Context: an optimization exercise on an open-source flow, tuned for small area, a short achievable clock period and few clock cycles per item. The choices shown serve that exercise and are no tape-out recipe. Only the layout flow was run in this run; the RTL was not checked for function there. Power is estimated from default activity; no workload was simulated.

--- flow/config.mk ---
export PLATFORM = sky130hd
export DESIGN_NAME = segment_tree_slot_allocator_unit
export DESIGN_NICKNAME = segment_tree_slot_allocator_unit
export VERILOG_FILES = /design/flow/design.v
export SDC_FILE = /design/flow/constraint.sdc
export NUM_CORES = 4
export LEC_CHECK = 0
export CAP_MARGIN = 20
export CORE_MARGIN = 2
export CORE_UTILIZATION = 35
export SLEW_MARGIN = 20
export SYNTH_HIERARCHICAL = 1
export SYNTH_MEMORY_MAX_BITS = 8192
--- flow/constraint.sdc ---
create_clock -name core_clock -period 12.0 [get_ports {clk}]
set_input_delay 2.4000 -clock core_clock [delete_from_list [all_inputs] [get_ports {clk}]]
set_output_delay 2.4000 -clock core_clock [all_outputs]
set_load 0.01 [all_outputs]
--- flow/design.v ---
`default_nettype none
package stsa_pkg;
	localparam int unsigned SLOTS_DEFAULT = 256;
	localparam int unsigned ADDR_W        = 32;
	localparam int unsigned SLOT_INDEX_W  = 8;
	localparam int unsigned CFG_DATA_W    = 32;
	localparam int unsigned SIZE_LOG2_W   = 5;
	localparam logic [SIZE_LOG2_W-1:0] SLOT_SIZE_LOG2_RESET = 5'd3;
	typedef enum logic [0:0] {
		REG_BASE_ADDRESS   = 1'b0,
		REG_SLOT_SIZE_LOG2 = 1'b1
	} cfg_reg_t;
	typedef enum logic [0:0] {
		OP_ALLOC = 1'b0,
		OP_FREE  = 1'b1
	} opcode_t;
	typedef enum logic [1:0] {
		STATUS_OK        = 2'd0,
		STATUS_FULL      = 2'd1,
		STATUS_OUTSIDE   = 2'd2,
		STATUS_NOT_ALLOC = 2'd3
	} status_t;
	typedef enum logic [2:0] {
		ST_CLEAR,
		ST_IDLE,
		ST_ROOT,
		ST_DESCEND,
		ST_MAP,
		ST_LEAF,
		ST_ASCEND,
		ST_EMIT
	} state_t;
	function automatic logic [31:0] add32(input logic [31:0] a, input logic [31:0] b);
		logic [31:0] p, g, gg, pp, gn, pn;
		p  = a ^ b;
		g  = a & b;
		gg = g;
		pp = p;
		for (int l = 0; l < 5; l++) begin
			gn = gg;
			pn = pp;
			for (int i = 0; i < 32; i++) begin
				if (((i >> l) & 1) == 1) begin
					gn[i] = gg[i] | (pp[i] & gg[((i >> l) << l) - 1]);
					pn[i] = pp[i] & pp[((i >> l) << l) - 1];
				end
			end
			gg = gn;
			pp = pn;
		end
		add32 = p ^ {gg[30:0], 1'b0};
	endfunction
	function automatic logic [31:0] sub32(input logic [31:0] a, input logic [31:0] b);
		logic [31:0] nb, p, g, gg, pp, gn, pn;
		nb = ~b;
		p  = a ^ nb;
		g  = a & nb;
		g[0] = a[0] | nb[0];
		gg = g;
		pp = p;
		for (int l = 0; l < 5; l++) begin
			gn = gg;
			pn = pp;
			for (int i = 0; i < 32; i++) begin
				if (((i >> l) & 1) == 1) begin
					gn[i] = gg[i] | (pp[i] & gg[((i >> l) << l) - 1]);
					pn[i] = pp[i] & pp[((i >> l) << l) - 1];
				end
			end
			gg = gn;
			pp = pn;
		end
		sub32 = p ^ {gg[30:0], 1'b1};
	endfunction
endpackage
`default_nettype wire
`default_nettype none
module stsa_ram #(
	parameter int unsigned WIDTH = 8,
	parameter int unsigned DEPTH = 256
) (
	input  logic                     clk,
	input  logic                     wr_en,
	input  logic [$clog2(DEPTH)-1:0] wr_addr,
	input  logic [WIDTH-1:0]         wr_data,
	input  logic                     rd_en,
	input  logic [$clog2(DEPTH)-1:0] rd_addr,
	output logic [WIDTH-1:0]         rd_data
);
	logic [WIDTH-1:0] mem [DEPTH];
	always_ff @(posedge clk) begin
		if (wr_en) begin
			mem[wr_addr] <= wr_data;
		end
		if (rd_en) begin
			rd_data <= mem[rd_addr];
		end
	end
endmodule
`default_nettype wire
`default_nettype none
module segment_tree_slot_allocator_unit #(
	parameter int unsigned SLOTS = stsa_pkg::SLOTS_DEFAULT
) (
	input  logic                     clk,
	input  logic                     arst_n,
	input  logic                     cfg_we,
	input  logic                     cfg_index,
	input  logic [stsa_pkg::CFG_DATA_W-1:0]    cfg_data,
	input  logic                     req_valid,
	output logic                     req_ready,
	input  logic                     req_opcode,
	input  logic [stsa_pkg::ADDR_W-1:0]        req_freed_address,
	output logic                     rsp_valid,
	input  logic                     rsp_ready,
	output logic [1:0]               rsp_status,
	output logic [stsa_pkg::ADDR_W-1:0]        rsp_block_address,
	output logic [stsa_pkg::SLOT_INDEX_W-1:0]  rsp_slot_index
);
	localparam int unsigned AW = stsa_pkg::ADDR_W;
	localparam int unsigned SW = stsa_pkg::SIZE_LOG2_W;
	localparam int unsigned NG = 16;    
	localparam int unsigned GS = 16;    
	logic       started_q;
	logic       ready_q;
	logic [2:0] inflight_q;
	logic       acc;
	logic       xfer;
	logic [2:0] inflight_d;
	assign acc  = req_valid & ready_q;
	assign xfer = rsp_valid & rsp_ready;
	assign inflight_d = inflight_q + {2'b0, acc} - {2'b0, xfer};
	always_ff @(posedge clk or negedge arst_n) begin
		if (!arst_n) begin
			started_q  <= 1'b0;
			ready_q    <= 1'b0;
			inflight_q <= '0;
		end else begin
			started_q  <= 1'b1;
			ready_q    <= (inflight_d <= 3'd3);
			inflight_q <= inflight_d;
		end
	end
	logic [AW-1:0] base_q;
	logic [SW-1:0] size_log2_q;
	logic          we_base;
	logic          we_size;
	assign we_base = cfg_we & (cfg_index == stsa_pkg::REG_BASE_ADDRESS);
	assign we_size = cfg_we & (cfg_index == stsa_pkg::REG_SLOT_SIZE_LOG2);
	always_ff @(posedge clk) begin
		if (we_base)         base_q <= cfg_data[AW-1:0];
		else if (!started_q) base_q <= '0;
		if (we_size)         size_log2_q <= cfg_data[SW-1:0];
		else if (!started_q) size_log2_q <= stsa_pkg::SLOT_SIZE_LOG2_RESET;
	end
	logic          in_v_q;
	logic          in_op_q;
	logic [AW-1:0] in_off_q;
	always_ff @(posedge clk or negedge arst_n) begin
		if (!arst_n) in_v_q <= 1'b0;
		else         in_v_q <= acc;
	end
	always_ff @(posedge clk) begin
		in_op_q  <= req_opcode;
		in_off_q <= stsa_pkg::sub32(req_freed_address, base_q);
	end
	logic [NG*GS-1:0] used_q;
	logic [NG-1:0]    gfull;
	logic [NG-1:0]    gfirst;    
	logic             all_full;
	always_comb begin
		for (int j = 0; j < NG; j++) gfull[j] = &used_q[j*GS +: GS];
		for (int j = 0; j < NG; j++) begin
			logic below;
			below = 1'b1;
			for (int i = 0; i < j; i++) below = below & gfull[i];
			gfirst[j] = below & ~gfull[j];
		end
	end
	assign all_full = &gfull;
	logic [7:0]    map_slot;
	logic          map_outside;
	logic [NG-1:0] map_row;
	logic [GS-1:0] map_col;
	always_comb begin
		logic [AW-1:0] sh;
		sh          = in_off_q >> size_log2_q;
		map_slot    = sh[7:0];
		map_outside = 1'b0;
		for (int b = 8; b < AW; b++)
			map_outside = map_outside | (in_off_q[b] & (SW'(b - 8) >= size_log2_q));
	end
	always_comb begin
		for (int j = 0; j < NG; j++) map_row[j] = (map_slot[7:4] == j[3:0]);
		for (int k = 0; k < GS; k++) map_col[k] = (map_slot[3:0] == k[3:0]);
	end
	logic [NG-1:0] gsel;
	logic [GS-1:0] grp;
	logic [GS-1:0] lfirst;      
	logic [GS-1:0] lbelow;      
	logic          free_bit;
	assign gsel = in_op_q ? map_row : gfirst;
	for (genvar k = 0; k < GS; k++) begin : g_col
		logic [NG-1:0] colbits;
		for (genvar j = 0; j < NG; j++) begin : g_b
			assign colbits[j] = used_q[j*GS+k];
		end
		stsa_sel16 u_sel (.sel(gsel), .d(colbits), .y(grp[k]));
	end
	always_comb begin
		for (int k = 0; k < GS; k++) begin
			logic below;
			below = 1'b1;
			for (int i = 0; i < k; i++) below = below & grp[i];
			lbelow[k] = below;
			lfirst[k] = below & ~grp[k];
		end
	end
	assign free_bit = |(grp & map_col);
	logic [3:0] alloc_hi;
	logic [3:0] alloc_lo;
	always_comb begin
		alloc_hi = '0;
		alloc_lo = '0;
		for (int j = 0; j < NG; j++) if (gfirst[j]) alloc_hi = alloc_hi | j[3:0];
		for (int k = 0; k < GS; k++) if (lfirst[k]) alloc_lo = alloc_lo | k[3:0];
	end
	logic          do_alloc;
	logic          do_free;
	logic [NG-1:0] row;
	logic [GS-1:0] col_set;
	logic [GS-1:0] col_clr;
	logic [NG*GS-1:0] used_d;
	assign do_alloc = in_v_q & ~in_op_q & ~all_full;
	assign do_free  = in_v_q &  in_op_q & ~map_outside;
	always_comb begin
		for (int j = 0; j < NG; j++)
			row[j] = ~started_q | (do_alloc & gfirst[j]) | (do_free & map_row[j]);
		for (int k = 0; k < GS; k++) begin
			col_set[k] = started_q & ~in_op_q & lbelow[k];
			col_clr[k] = ~started_q | (in_op_q & map_col[k]);
		end
	end
	for (genvar j = 0; j < NG; j++) begin : g_row
		for (genvar k = 0; k < GS; k++) begin : g_bit
			stsa_bit u_bit (.q(used_q[j*GS+k]), .row(row[j]), .set(col_set[k]), .clr(col_clr[k]), .d(used_d[j*GS+k]));
		end
	end
	always_ff @(posedge clk) begin
		used_q <= used_d;
	end
	localparam int unsigned RW = 11;    
	logic [1:0]    res_status;
	logic [7:0]    res_slot;
	logic          res_blk;
	always_comb begin
		if (!in_op_q) begin
			res_status = all_full ? stsa_pkg::STATUS_FULL : stsa_pkg::STATUS_OK;
			res_slot   = all_full ? 8'd0 : {alloc_hi, alloc_lo};
			res_blk    = ~all_full;
		end else begin
			res_status = map_outside ? stsa_pkg::STATUS_OUTSIDE
			           : free_bit    ? stsa_pkg::STATUS_OK : stsa_pkg::STATUS_NOT_ALLOC;
			res_slot   = map_outside ? 8'd0 : map_slot;
			res_blk    = 1'b0;
		end
	end
	logic [RW-1:0] q_mem [3];
	logic [2:0]    q_wp, q_rp;
	logic [1:0]    q_cnt;
	logic          q_pop;
	logic [RW-1:0] q_head;
	always_comb begin
		q_head = '0;
		for (int e = 0; e < 3; e++) q_head = q_head | ({RW{q_rp[e]}} & q_mem[e]);
	end
	assign q_pop = (q_cnt != 2'd0) & (~rsp_valid | rsp_ready);
	always_ff @(posedge clk) begin
		for (int e = 0; e < 3; e++)
			if (in_v_q && q_wp[e]) q_mem[e] <= {res_blk, res_status, res_slot};
	end
	always_ff @(posedge clk or negedge arst_n) begin
		if (!arst_n) begin
			q_wp  <= 3'b001;
			q_rp  <= 3'b001;
			q_cnt <= '0;
		end else begin
			if (in_v_q) q_wp <= {q_wp[1:0], q_wp[2]};
			if (q_pop)  q_rp <= {q_rp[1:0], q_rp[2]};
			q_cnt <= q_cnt + {1'b0, in_v_q} - {1'b0, q_pop};
		end
	end
	logic          out_v_q;
	logic [1:0]    out_status_q;
	logic [7:0]    out_slot_q;
	logic [AW-1:0] out_block_q;
	logic [AW-1:0] size_dec;     
	logic [AW-1:0] mid;          
	logic [AW-1:0] high;         
	logic [AW-1:0] carry_run;    
	logic [7:0]    base_win_q;
	logic [8:0]    win_sum;
	logic [AW-1:0] placed;
	logic [AW-1:0] block_d;
	always_comb begin
		logic          run;
		for (int b = 0; b < AW; b++) size_dec[b] = (size_log2_q == SW'(b));
		for (int b = 0; b < AW; b++) begin
			mid[b] = 1'b0;
			for (int i = 0; i < 8; i++)
				if (b >= i) mid[b] = mid[b] | size_dec[b - i];
			high[b] = (b >= 8) ? (size_log2_q <= SW'(b - 8)) : 1'b0;
		end
		run = 1'b1;
		for (int b = 0; b < AW; b++) begin
			carry_run[b] = high[b] & run;
			run = run & (base_q[b] | ~high[b]);
		end
		win_sum  = {1'b0, base_win_q} + {1'b0, q_head[7:0]};
		for (int b = 0; b < AW; b++) begin
			placed[b] = 1'b0;
			for (int i = 0; i < 8; i++)
				if (b >= i) placed[b] = placed[b] | (win_sum[i] & size_dec[b - i]);
			block_d[b] = placed[b] | (~mid[b] & (base_q[b] ^ (win_sum[8] & carry_run[b])));
		end
	end
	always_ff @(posedge clk) begin
		base_win_q <= 8'(base_q >> size_log2_q);
	end
	always_ff @(posedge clk or negedge arst_n) begin
		if (!arst_n)    out_v_q <= 1'b0;
		else if (q_pop) out_v_q <= 1'b1;
		else if (rsp_ready) out_v_q <= 1'b0;
	end
	always_ff @(posedge clk) begin
		if (q_pop) begin
			out_status_q <= q_head[9:8];
			out_slot_q   <= q_head[7:0];
			out_block_q  <= q_head[10] ? block_d : '0;
		end
	end
	assign req_ready         = ready_q;
	assign rsp_valid         = out_v_q;
	assign rsp_status        = out_status_q;
	assign rsp_block_address = out_block_q;
	assign rsp_slot_index    = out_slot_q;
endmodule
module stsa_bit (
	input  logic q,
	input  logic row,
	input  logic set,
	input  logic clr,
	output logic d
);
	assign d = ~((row & clr) | ~((row & set) | q));
endmodule
module stsa_sel16 (
	input  logic [15:0] sel,
	input  logic [15:0] d,
	output logic        y
);
	assign y = |(sel & d);
endmodule
`default_nettype wire
--- flow/flow/run.sh ---
#!/bin/bash
# Layout flow: the standard flow (standard synthesis, floorplan, placement, CTS,
# routing) run through standard.sh, with two changes to how the layout is made:
#  - the timing repair aims for the setup margin in flow/margin.txt, so the critical
#    paths are sized and buffered to finish well inside the 12 ns clock period;
#  - the port buffers are plain buffers (flow/port_buffer.txt) instead of delay cells.
# The constraints (constraint.sdc, clock period, I/O delays) are unchanged.
# make's full output goes to flow_make.log; each ORFS step logs under orfs/logs/.
set -euo pipefail
MARGIN=$(cat flow/margin.txt)
PORTBUF=$(cat flow/port_buffer.txt)
bash standard.sh SETUP_SLACK_MARGIN="$MARGIN" BUFFER_PORTS_ARGS="-buffer_cell $PORTBUF" finish > flow_make.log 2>&1
--- flow/flow/margin.txt ---
7.6
--- flow/flow/port_buffer.txt ---
sky130_fd_sc_hd__buf_2
--- flow/standard.sh ---
#!/bin/bash
# synth_recipe.tcl (not shown) runs the flow's synth.tcl, then flattens the netlist and writes it again
# the make line also repeats each setting of config.mk as NAME=value (left out here)
make -C /OpenROAD-flow-scripts/flow DESIGN_CONFIG=/design/flow/config.mk WORK_HOME=/design/flow/orfs CLKGATE_MAP_FILE= SYNTH_SCRIPT=/design/flow/synth_recipe.tcl "${@:-finish}"
==> summary.txt <==
IO Pins 115; FFs w/ async S/R, synth 0.0354; Core Footprint 65500 sq um; total number of vias 24104; H-tree lvl count 2; Pwr Total 4.31 mW; Hold Fails Final Rpt 0; post-route ant nets 0; Mapped Nets 2674; starting density of the core 0.352; Crit. End Element register; initial antenna violation count 2; Cell variety after synth 85; fin nets 2973; Hold Crit Class register to register; cts bufs inserted 46; Die ar. 68000 sq um; leakage power 11.3 nW; Placer Congestion 1.00; number of setup violations in the final report 0; CTS max path bufs 3; total grt overflow 0; DRT iter0 DRCs 3685; Core Rows 94; Fmax 0.201 GHz; worst slew pin tran 1.16 ns; maximum vdd drop 0.102 mV; Area after DPL 25100 sq um; Post-Syn Area 23100 sq um; Setup TNS 0 ns; root buffer cell clkbuf_16; Seq/Total Area, Yosys 0.420; RSZ-0062 raised after global routing true; pin count of the biggest net entering global routing 62; Clock Pin Slew Worst Setup and Hold Paths 0.06 ns; Req. time, crit path 12.43 ns; Slew HR 0.228; CP max stage delay 0.42 ns; worst-path fanout max 15; total track usage 0.290; total of max-cap violations 0; Crit-path slowest cell edfxtp_1; share of layout cells above drive strength 1 0.278; Worst Clk Skew 0.0350 ns; drt first pass iters 7; Die Y 261 microns; Die Wd 261 microns; Layout area overhead 30.4%; status no timing/DRC/antenna violations; Clock Latency Late Sink 0.63 ns; Most used DFF post-synth dfxtp_1; fill count 6103; critical path buffer and inverter count 3; DP Wirelength 69.3 mm; drt total wl 103 mm; crit start category register; max-slew violations 0; CP arrival 5.42 ns; routed length per instance 27.5 microns; Synth Area per Inst 9.03 sq um; Synth Register Bits 424; power per cell area 143 nW/um^2; Reg area 9700 sq um; synth warn 8; number of global-route vias before repair 22558; IO Port Bufs 114; DR vias/cell 6.42; EDFF count, synth 112; CTS tree done; CTS Sinks 424; multi-input logic area 14300 sq um; global-route wire length before repair 148 mm; Final min period 4.99 ns; Residual DRC 0; critical path, cell by cell buf_12 -> buf_4 -> mux2i_1 -> or2_2 -> a22oi_2 -> a21oi_2 -> a21o_1 -> and2_4 -> nand3_4 -> o21ai_4 -> buf_6 -> a22o_1 -> a221oi_4 -> nand4_1 -> a22o_1 -> a211oi_2 -> a41oi_2 -> or3b_1 -> a21oi_2; post-route cell area 30100 sq um; n_diodes 0; critical path class register to register; Mapped Cells 2554; cell family with most CP delay compound AO/OA/AOI/OAI gates; fin crit share 0.416
[synthesized netlist by cell type, types with 10 or more instances]
master	instances	area (sq um)
a211oi_1	15	113
a21o_1	13	97.6
a21oi_1	607	3040
a221oi_1	18	158
a221oi_2	64	961
a222oi_1	14	140
a22o_1	65	569
a22oi_1	19	143
a31oi_1	26	163
and2_1	52	325
and3_1	14	87.6
buf_2	13	65.1
clkbuf_1	73	274
dfrtp_1	13	325
dfxtp_1	297	5950
edfxtp_1	112	3360
ha_1	42	526
inv_1	87	327
mux2_2	17	191
mux2i_1	37	370
mux4_2	22	495
nand2_1	188	706
nand2b_1	12	75.1
nand3_1	43	215
nand4_1	92	576
nor2_1	123	462
nor2b_1	15	93.8
nor3_1	31	155
nor4_1	15	93.8
o211ai_1	28	210
o21ai_0	143	716
o221ai_1	18	158
o22ai_1	35	219
or2_2	10	62.6
xnor2_1	39	342
xor2_1	12	105
[cells in the final DEF, fill, tap and decap left out, types with 18 or more instances in the layout]
cell type  instances
a21oi_1          500
dfxtp_1          292
nand2_1          181
buf_4            161
buf_2            114
edfxtp_1         112
nor2_1           109
o21ai_0          101
a21oi_2           97
nand4_1           92
inv_1             81
a22o_1            65
clkbuf_16         54
a221oi_2          52
and2_1            43
ha_1              40
xnor2_1           37
mux2i_1           35
nand3_1           32
o22ai_1           32
o211ai_1          28
buf_6             26
a31oi_1           25
mux4_2            22
nor3_1            22
buf_12            20
o21ai_1           19
o221ai_1          18
[report_power, final]
part           switching, mW  total, mW  internal (mW)
combinational          0.692       1.10          0.403
clock                  0.633       1.46          0.831
sequential             0.139       1.75           1.61
total                   1.46       4.31           2.84
[Yosys stat by module (local to each module, per instance)]
module                            flip-flops and latches  cell area, sq um  times used
stsa_bit                                               0              10.0         256
segment_tree_slot_allocator_unit                     424             18900           1
stsa_sel16                                             0               101          16
[sequential cells by signal, summed over array words and instances, names as in the netlist]
register and cells:
started_q 1, out_v_q 1, out_status_q 2, out_slot_q 8
q_mem 33, in_v_q 1, in_off_q 32, ready_q 1
q_wp 3, in_op_q 1, base_win_q 8, out_block_q 32
inflight_q 3, used_q 256, q_rp 3, q_cnt 2
base_q 32, size_log2_q 5
[timing repair]
action                                  in CTS  in global routing
endpoints found under the setup margin     292                292
cloned                                      19                  8
setup buffers                              104                 46
pin swaps                                   70                123
gates resized for setup                    165                177
hold buffers                                 0                  0
[worst register-to-register path, stage by stage, from the launching register on]
cell and delay [ns]:
edfxtp_1 0.42, buf_12 0.16, buf_4 0.21, mux2i_1 0.19
or2_2 0.32, a22oi_2 0.35, a21oi_2 0.14, a21o_1 0.25
and2_4 0.23, nand3_4 0.11, o21ai_4 0.13, buf_6 0.21
a22o_1 0.26, a221oi_4 0.27, nand4_1 0.28, a22o_1 0.31
a211oi_2 0.24, a41oi_2 0.09, or3b_1 0.42, a21oi_2 0.23
[per-layer routing]
layer / vias to the layer above / routed length [microns] / track usage
li1: 10508 / - / -
met1: 11603 / 39300 / 0.373
met2: 1607 / 45900 / 0.456
met3: 386 / 11000 / 0.0608
met4: 0 / 6850 / 0.151
met5: - / 0 / 0
[through the flow]
step / utilization / worst slack [ns] / instances / hold slack [ns]
5_1_grt: 0.459 / 6.90 / 3753 / 0.513
3_5_place_dp: 0.383 / 5.32 / 3491 / 0.469
2_1_floorplan: - / 7.49 / 2554 / 0.446
3_3_place_gp: 0.383 / 5.33 / 3491 / 0.456
4_1_cts: 0.439 / 7.25 / 3698 / 0.484
6_report: 0.459 / 7.01 / 3753 / 0.479
[area by class of cell]
class                      count  area share
multi-input combinational   1949       0.475
clock inverter                21     0.00769
tap                          864      0.0359
timing repair inverter         1    0.000166
timing repair buffer         343       0.103
sequential                   424       0.322
clock buffer                  63      0.0443
inverter                      88      0.0121
[worst paths after layout]
kind	from	end	slack [ns]	cells after the start
max	size_log2_q[3]	q_mem[0][9]	7.01	19
min	q_cnt[1]	q_cnt[1]	0.48	1
max reg2reg	size_log2_q[3]	q_mem[0][9]	7.01	19
min reg2reg	q_cnt[1]	q_cnt[1]	0.48	1
max in group asynchronous	arst_n	q_wp[0]	10.02	1
min in group asynchronous	arst_n	inflight_q[1]	1.68	1
[cells by family after synthesis]
group | share of synthesized area
buffers and inverters | 0.0337
AOI/OAI and AO/OA | 0.312
adders and majority gates | 0.0288
DFF | 0.420
and+or+nand+nor | 0.138
muxes | 0.0478
other | 0.000163
xor gates and xnor gates | 0.0194

## afterwards: timing with drivers on the ports
No port has a modelled driver above. Below, the same layout with a new extraction and two added sets of constraints.
Step 1, drivers: a clkbuf_16 drives clk and a buf_2 each remaining input, both assumed.
Step 2 adds t to the input delays and takes it off the output delays; t is the mean of the earliest and latest rising clock arrival at the registers after step 1. Input paths then give back, and output paths get back, about the clock's delay inside the block.
Three values: ideal, step 1, step 2; two values: the first two.
t, ns: 0.685
setup WS [ns]: 7.013 / 7.013 / 6.964
worst slew at a driven data input, ns: 0.07
After both steps this run still meets setup and hold. For this run, drivers alone change the setup slack by 0.000 ns; drivers and shift together by -0.049 ns.
